This design comes from an exercise in tuning for small area, a short achievable clock period and few clock cycles on the open sky130 flow, not from production work.
The RTL was checked by simulation tests, not by an equivalence proof against the original design.
Power is estimated from default activity; no workload was simulated.

blue:
Design icache_nway, start of the top module:
module icache_nway #(
    parameter int WAYS = 4,
    parameter int SETS = 8
) (
    input  logic         clk,
    input  logic         rst,
    input  logic         mem_read,
    input  logic [15:0]  mem_address,
    output logic [15:0]  mem_rdata,
    output logic         mem_resp,
    output logic         l2_read,
    output logic [15:0]  l2_address,
    input  logic [127:0] l2_rdata,
    input  logic         l2_resp
    ,
    input  logic         flush
);
export LEC_CHECK = 0
export CAP_MARGIN = 20
export CORE_MARGIN = 2
export CORE_UTILIZATION = 55
export CTS_BUF_LIST = sky130_fd_sc_hd__clkbuf_16
export CTS_CLUSTER_DIAMETER = 80
export CTS_CLUSTER_SIZE = 24
export SETUP_SLACK_MARGIN = 4.6
export SLEW_MARGIN = 20
export TNS_END_PERCENT = 5
create_clock -name core_clock -period 9.5 [get_ports {clk}]
standard.sh (not shown) runs the stock make flow with config.mk's settings and CLKGATE_MAP_FILE= SYNTH_SCRIPT=/design/flow/synth_recipe.tcl, a recipe that flattens the netlist after the stock synthesis.
==> flow/flow/run.sh <==
#!/bin/bash
# The standard layout (the standard.sh, standard synthesis unchanged), with the ports
# buffered by buf_4 cells instead of the delay cells buffer_ports picks by default, and the
# timing repair after global routing run with 45% slower wire estimates (flow/grt_rc.tcl).
set -euo pipefail
bash standard.sh BUFFER_PORTS_ARGS="-buffer_cell sky130_fd_sc_hd__buf_4" \
    PRE_GLOBAL_ROUTE_TCL="$PWD/flow/grt_rc.tcl" finish > flow_make.log 2>&1
==> flow/flow/grt_rc.tcl <==
# Sourced before global routing: the repair after global routing sees wires 45% slower
# than the platform's estimate, since detailed routing makes the long select and data nets
# slower than global routing estimates them. Later steps use the platform's values again.
set_layer_rc -layer li1 -capacitance [expr {1.45 * 1.499e-04}] -resistance [expr {1.45 * 7.176e-02}]
set_layer_rc -layer met1 -capacitance [expr {1.45 * 1.72375E-04}] -resistance [expr {1.45 * 8.929e-04}]
set_layer_rc -layer met2 -capacitance [expr {1.45 * 1.36233E-04}] -resistance [expr {1.45 * 8.929e-04}]
set_layer_rc -layer met3 -capacitance [expr {1.45 * 2.14962E-04}] -resistance [expr {1.45 * 1.567e-04}]
set_layer_rc -layer met4 -capacitance [expr {1.45 * 1.48128E-04}] -resistance [expr {1.45 * 1.567e-04}]
set_layer_rc -layer met5 -capacitance [expr {1.45 * 1.54087E-04}] -resistance [expr {1.45 * 1.781e-05}]
set_wire_rc -signal -layer met1
set_wire_rc -clock -layer met3
The flow completed for blue, but it is not clean: the layout still shows antenna rules.
Testbench counts of blue, summed over its fixed seeds: cycles 28,672.
diff inputs: blue => red
diff --git a/flow/flow/run.sh b/flow/flow/run.sh
--- a/flow/flow/run.sh
+++ b/flow/flow/run.sh
@@ -4 +4 @@
-# timing repair after global routing run with 45% slower wire estimates (flow/grt_rc.tcl).
+# timing repair after global routing run with 25% slower wire estimates (flow/grt_rc.tcl).
==> flow/flow/grt_rc.tcl <==
# Sourced before global routing: the repair after global routing sees wires 25% slower
# than the platform's estimate, since detailed routing makes the long select and data nets
# slower than global routing estimates them. Later steps use the platform's values again.
set_layer_rc -layer li1 -capacitance [expr {1.25 * 1.499e-04}] -resistance [expr {1.25 * 7.176e-02}]
set_layer_rc -layer met1 -capacitance [expr {1.25 * 1.72375E-04}] -resistance [expr {1.25 * 8.929e-04}]
set_layer_rc -layer met2 -capacitance [expr {1.25 * 1.36233E-04}] -resistance [expr {1.25 * 8.929e-04}]
set_layer_rc -layer met3 -capacitance [expr {1.25 * 2.14962E-04}] -resistance [expr {1.25 * 1.567e-04}]
set_layer_rc -layer met4 -capacitance [expr {1.25 * 1.48128E-04}] -resistance [expr {1.25 * 1.567e-04}]
set_layer_rc -layer met5 -capacitance [expr {1.25 * 1.54087E-04}] -resistance [expr {1.25 * 1.781e-05}]
set_wire_rc -signal -layer met1
set_wire_rc -clock -layer met3
diff --git a/flow/config.mk b/flow/config.mk
--- a/flow/config.mk
+++ b/flow/config.mk
@@ -10 +10 @@
-export CORE_UTILIZATION = 55
+export CORE_UTILIZATION = 50
@@ -14 +14 @@
-export SETUP_SLACK_MARGIN = 4.6
+export SETUP_SLACK_MARGIN = 4.8
Notes after the runs:
blue -> red: total setup violations reported at the end of the flow delta 0, exact match. red ran to completion and came out clean on the timing, DRC and antenna checks. Taking blue as the reference, in red final critical delay including setup and external delays higher, final cell utilization of the core fell 5.3 points, routed wire length now larger. Run comparison: blue cell with the largest stage delay on the worst path a221oi_2; red cell with the largest stage delay on the worst path a222oi_1. There was hardly any difference in max-capacitance violation count between red and blue. There was hardly any difference in number of nets in the layout between blue and red. Delta (red minus blue): clock network fraction of design power barely changed; part of the power in combinational logic higher; peak clock frequency supported by timing now smaller; core area moved up.

========
Setup of maple:
Starting RTL as in the previous note.
Settings: LEC_CHECK=0, CAP_MARGIN=20, CORE_MARGIN=2, CORE_UTILIZATION=55, CTS_BUF_LIST=sky130_fd_sc_hd__clkbuf_16, CTS_CLUSTER_DIAMETER=80, CTS_CLUSTER_SIZE=24, SETUP_SLACK_MARGIN=4.6, SLEW_MARGIN=20, TNS_END_PERCENT=5; clock period 9.5 ns.
==> flow/flow/run.sh <==
#!/bin/bash
# The standard layout (the standard.sh, standard synthesis unchanged), with the ports
# buffered by buf_4 cells instead of the delay cells buffer_ports picks by default, and the
# pin constraints in flow/io.tcl (each CPU-word pin beside the L2 pins forwarded to it).
set -euo pipefail
bash standard.sh BUFFER_PORTS_ARGS="-buffer_cell sky130_fd_sc_hd__buf_4" \
    IO_CONSTRAINTS="$PWD/flow/io.tcl" finish > flow_make.log 2>&1
==> flow/flow/io.tcl <==
# CPU-word pins next to the L2 pins that can be forwarded to them
set_io_pin_constraint -pin_names {l2_rdata[0] l2_rdata[16] l2_rdata[32] l2_rdata[48] l2_rdata[64] l2_rdata[80] l2_rdata[96] l2_rdata[112] mem_rdata[0] l2_rdata[1] l2_rdata[17] l2_rdata[33] l2_rdata[49] l2_rdata[65] l2_rdata[81] l2_rdata[97] l2_rdata[113] mem_rdata[1] l2_rdata[2] l2_rdata[18] l2_rdata[34] l2_rdata[50] l2_rdata[66] l2_rdata[82] l2_rdata[98] l2_rdata[114] mem_rdata[2] l2_rdata[3] l2_rdata[19] l2_rdata[35] l2_rdata[51] l2_rdata[67] l2_rdata[83] l2_rdata[99] l2_rdata[115] mem_rdata[3] l2_rdata[4] l2_rdata[20] l2_rdata[36] l2_rdata[52] l2_rdata[68] l2_rdata[84] l2_rdata[100] l2_rdata[116] mem_rdata[4] l2_rdata[5] l2_rdata[21] l2_rdata[37] l2_rdata[53] l2_rdata[69] l2_rdata[85] l2_rdata[101] l2_rdata[117] mem_rdata[5] l2_rdata[6] l2_rdata[22] l2_rdata[38] l2_rdata[54] l2_rdata[70] l2_rdata[86] l2_rdata[102] l2_rdata[118] mem_rdata[6] l2_rdata[7] l2_rdata[23] l2_rdata[39] l2_rdata[55] l2_rdata[71] l2_rdata[87] l2_rdata[103] l2_rdata[119] mem_rdata[7] l2_rdata[8] l2_rdata[24] l2_rdata[40] l2_rdata[56] l2_rdata[72] l2_rdata[88] l2_rdata[104] l2_rdata[120] mem_rdata[8] l2_rdata[9] l2_rdata[25] l2_rdata[41] l2_rdata[57] l2_rdata[73] l2_rdata[89] l2_rdata[105] l2_rdata[121] mem_rdata[9] l2_rdata[10] l2_rdata[26] l2_rdata[42] l2_rdata[58] l2_rdata[74] l2_rdata[90] l2_rdata[106] l2_rdata[122] mem_rdata[10] l2_rdata[11] l2_rdata[27] l2_rdata[43] l2_rdata[59] l2_rdata[75] l2_rdata[91] l2_rdata[107] l2_rdata[123] mem_rdata[11] l2_rdata[12] l2_rdata[28] l2_rdata[44] l2_rdata[60] l2_rdata[76] l2_rdata[92] l2_rdata[108] l2_rdata[124] mem_rdata[12] l2_rdata[13] l2_rdata[29] l2_rdata[45] l2_rdata[61] l2_rdata[77] l2_rdata[93] l2_rdata[109] l2_rdata[125] mem_rdata[13] l2_rdata[14] l2_rdata[30] l2_rdata[46] l2_rdata[62] l2_rdata[78] l2_rdata[94] l2_rdata[110] l2_rdata[126] mem_rdata[14] l2_rdata[15] l2_rdata[31] l2_rdata[47] l2_rdata[63] l2_rdata[79] l2_rdata[95] l2_rdata[111] l2_rdata[127] mem_rdata[15]} -region bottom:* -group -order
maple went all the way through synthesis, placement and routing and the layout is clean on timing, DRC and antenna.
Testbench counts of maple, summed over its fixed seeds: cycles 28,672.
Input changes introduced in indigo (baseline for comparison: maple):
Settings: TNS_END_PERCENT no longer set, was 5.
==> flow/run.sh (new file) <==
#!/bin/bash
# synth_recipe.tcl (not shown) runs the flow's synth.tcl, then flattens the netlist and writes it again
# the make line also repeats each setting of config.mk as NAME=value (left out here)
make -C /OpenROAD-flow-scripts/flow DESIGN_CONFIG=/design/flow/config.mk WORK_HOME=/design/flow/orfs CLKGATE_MAP_FILE= SYNTH_SCRIPT=/design/flow/synth_recipe.tcl finish
removed: flow/flow/run.sh
removed: flow/flow/io.tcl
removed: flow/standard.sh
--- outcome ---
- Per the final summary, indigo finished and its layout is clean on timing, DRC and antenna.
- Max-slew headroom at the worst pin (lower): indigo
- Taking maple as the reference, in indigo average via count per standard cell increased about 2%; total power per unit cell area decreased 2.9%.
- Going from maple to indigo, power shows an increase of 1.2%, number of global-route vias before repair now sits higher, cell count rose 2.8%.
- For routed wire length, dividing the value from indigo by the value from maple gives 1.11.
- Against maple, indigo reports a sequential share of layout area that is lower.
- Launching element of the worst setup path: l2_rdata[71] -> indigo, mem_address[5] -> maple
Input-level comparison between juniper and indigo:
Settings: TNS_END_PERCENT newly set to 5; PLACE_DENSITY newly set to 0.7.
==> flow/flow/run.sh (new file) <==
#!/bin/bash
# The standard layout (the standard.sh, standard synthesis unchanged), with the ports
# buffered by buf_4 cells instead of the delay cells buffer_ports picks by default.
set -euo pipefail
bash standard.sh BUFFER_PORTS_ARGS="-buffer_cell sky130_fd_sc_hd__buf_4" finish > flow_make.log 2>&1
==> flow/standard.sh (new file) <==
#!/bin/bash
# synth_recipe.tcl (not shown) runs the flow's synth.tcl, then flattens the netlist and writes it again
# the make line also repeats each setting of config.mk as NAME=value (left out here)
make -C /OpenROAD-flow-scripts/flow DESIGN_CONFIG=/design/flow/config.mk WORK_HOME=/design/flow/orfs CLKGATE_MAP_FILE= SYNTH_SCRIPT=/design/flow/synth_recipe.tcl "${@:-finish}"
removed: flow/run.sh
==> comparison <==
Relative to indigo, the total of plain and repair buffers excluding clock buffers of juniper is lower by about 46%. juniper ended up with mem_address[2] as its source of the critical timing path; indigo ended up with l2_rdata[71]. From indigo to juniper the numbers moved as follows: overall power of the completed layout saw a decrease, fraction of the mapped netlist area in simple logic gates saw little to no change, clock network power share saw little to no change. From indigo to juniper the numbers moved as follows: final instance area decreased 3.9%; relative max-transition margin decreased 7.8 points; number of instances resized during post-cts repair lower; layout clock buffer count rose about 0.9%; adder-cell share of the synthesized area held. sky130_fd_sc_hd__a21oi_4 as the master of the slowest instance on the critical path was reported by juniper, and sky130_fd_sc_hd__a222oi_1 by indigo. Setup slack: juniper more than indigo. Post-route fraction of the period consumed by the critical path in juniper vs indigo: down 1.8 points.
> inputs changed (juniper -> amber)
Settings: a deleted PLACE_DENSITY that had been 0.7; a change of SETUP_SLACK_MARGIN from 4.6 to 4.8.
==> flow/flow/run.sh <==
#!/bin/bash
# The standard layout (the standard.sh, standard synthesis unchanged), with the ports
# buffered by buf_4 cells instead of the delay cells buffer_ports picks by default, and the
# timing repair after global routing run with 15% slower wire estimates (flow/grt_rc.tcl).
set -euo pipefail
bash standard.sh BUFFER_PORTS_ARGS="-buffer_cell sky130_fd_sc_hd__buf_4" \
    PRE_GLOBAL_ROUTE_TCL="$PWD/flow/grt_rc.tcl" finish > flow_make.log 2>&1
==> flow/flow/grt_rc.tcl (new file) <==
# Sourced before global routing: the repair after global routing sees wires 15% slower
# than the platform's estimate, since detailed routing makes the long select and data nets
# slower than global routing estimates them. Later steps use the platform's values again.
set_layer_rc -layer li1 -capacitance [expr {1.15 * 1.499e-04}] -resistance [expr {1.15 * 7.176e-02}]
set_layer_rc -layer met1 -capacitance [expr {1.15 * 1.72375E-04}] -resistance [expr {1.15 * 8.929e-04}]
set_layer_rc -layer met2 -capacitance [expr {1.15 * 1.36233E-04}] -resistance [expr {1.15 * 8.929e-04}]
set_layer_rc -layer met3 -capacitance [expr {1.15 * 2.14962E-04}] -resistance [expr {1.15 * 1.567e-04}]
set_layer_rc -layer met4 -capacitance [expr {1.15 * 1.48128E-04}] -resistance [expr {1.15 * 1.567e-04}]
set_layer_rc -layer met5 -capacitance [expr {1.15 * 1.54087E-04}] -resistance [expr {1.15 * 1.781e-05}]
set_wire_rc -signal -layer met1
set_wire_rc -clock -layer met3
==> comparison <==
Taking juniper over amber, the first-pass GRT wire length ratio works out to 0.941. Diff juniper -> amber: design area saw an increase; switching part of the total increased by 0.29 points relative to the old numbers; final-layout fill cell count moved up. amber has more setup slack than juniper. Side by side, power of the combinational group turned out higher in amber than in juniper.
diff inputs: amber => harbor
Settings: SETUP_SLACK_MARGIN: 4.8 -> 4.6.
==> flow/flow/run.sh <==
#!/bin/bash
# The standard layout (the standard.sh, standard synthesis unchanged), with the ports
# buffered by buf_4 cells instead of the delay cells buffer_ports picks by default.
set -euo pipefail
bash standard.sh BUFFER_PORTS_ARGS="-buffer_cell sky130_fd_sc_hd__buf_4" finish > flow_make.log 2>&1
removed: flow/flow/grt_rc.tcl
## What came out
- Summary of harbor over amber: routed wire length did not really move, via count roughly the same, power density of the placed cells did not really move.
- Of amber and harbor, the run reporting the higher sequential share of layout area was harbor.
- Utilization: harbor vs amber down 0.17 points
## Diff of input files: sierra against harbor
Settings: SETUP_SLACK_MARGIN now 4.8, was 4.6.
==> flow/flow/run.sh <==
#!/bin/bash
# The standard layout (the standard.sh, standard synthesis unchanged), with the ports
# buffered by buf_4 cells instead of the delay cells buffer_ports picks by default, and the
# timing repair after global routing run with 25% slower wire estimates (flow/grt_rc.tcl).
set -euo pipefail
bash standard.sh BUFFER_PORTS_ARGS="-buffer_cell sky130_fd_sc_hd__buf_4" \
    PRE_GLOBAL_ROUTE_TCL="$PWD/flow/grt_rc.tcl" finish > flow_make.log 2>&1
==> flow/flow/grt_rc.tcl (new file) <==
# Sourced before global routing: the repair after global routing sees wires 25% slower
# than the platform's estimate, since detailed routing makes the long select and data nets
# slower than global routing estimates them. Later steps use the platform's values again.
set_layer_rc -layer li1 -capacitance [expr {1.25 * 1.499e-04}] -resistance [expr {1.25 * 7.176e-02}]
set_layer_rc -layer met1 -capacitance [expr {1.25 * 1.72375E-04}] -resistance [expr {1.25 * 8.929e-04}]
set_layer_rc -layer met2 -capacitance [expr {1.25 * 1.36233E-04}] -resistance [expr {1.25 * 8.929e-04}]
set_layer_rc -layer met3 -capacitance [expr {1.25 * 2.14962E-04}] -resistance [expr {1.25 * 1.567e-04}]
set_layer_rc -layer met4 -capacitance [expr {1.25 * 1.48128E-04}] -resistance [expr {1.25 * 1.567e-04}]
set_layer_rc -layer met5 -capacitance [expr {1.25 * 1.54087E-04}] -resistance [expr {1.25 * 1.781e-05}]
set_wire_rc -signal -layer met1
set_wire_rc -clock -layer met3
### Flow results
- As far as netlist area before placement goes, harbor and sierra are indistinguishable; the numbers are identical.
- Comparing harbor with sierra, the hold slack came out essentially unchanged.
- Non-clock buffer count of sierra exceeds that of harbor by a little under 10%.
- Relative to harbor, cell depth of the worst flop-to-flop path decreased by 2 in sierra.
- l2_rdata[71] as the startpoint of the worst setup timing path was reported by sierra, and mem_address[6] by harbor.
- sierra against harbor: share of the cycle needed by the critical path after routing now sits lower; required time of the critical path fell 2.69 ns; power roughly the same; relative contribution of combinational cells to total power stayed essentially flat.
- Sort harbor and sierra by critical path depth asc -> top: sierra

re-timing with driven ports:
Ports are ideal in the flow. The routed layouts listed here were re-timed in OpenROAD. Step 1: set_driving_cell puts a clkbuf_16 on clk and a buf_2 on each other input, an assumption about the parent block. Step 2 times the ports against the registers' clock, not the clock port: input delays grow and output delays shrink by t, the midpoint of the rising clock arrivals with the driver on. Three values: ideal ports, drivers, drivers and shift; two values: the first two.
run | t, ns | setup slack, ns | clock arrival spread, ns | slew at the worst register clock pin (ns) | pins driven straight from the clock port
blue | 1.058 | 4.467 / 4.226 / 3.760 | 0.046 / 0.047 | 0.10 / 0.10 | 1
red | 1.073 | 4.448 / 4.141 / 3.682 | 0.066 / 0.066 | 0.10 / 0.10 | 1
maple | 1.032 | 4.369 / 4.264 / 3.232 | 0.083 / 0.083 | 0.10 / 0.10 | 1
indigo | 1.072 | 4.199 / 4.105 / 3.415 | 0.064 / 0.064 | 0.11 / 0.11 | 1
juniper | 1.046 | 4.369 / 4.252 / 3.298 | 0.049 / 0.049 | 0.10 / 0.10 | 1
amber | 1.058 | 4.477 / 4.220 / 3.397 | 0.052 / 0.051 | 0.10 / 0.10 | 1
harbor | 1.056 | 4.454 / 4.223 / 3.349 | 0.052 / 0.052 | 0.10 / 0.10 | 1
sierra | 1.056 | 4.503 / 4.251 / 3.639 | 0.048 / 0.049 | 0.10 / 0.10 | 1
For maple, which loses most, drivers alone change the setup slack by -0.105 ns; drivers and shift together by -1.137 ns.
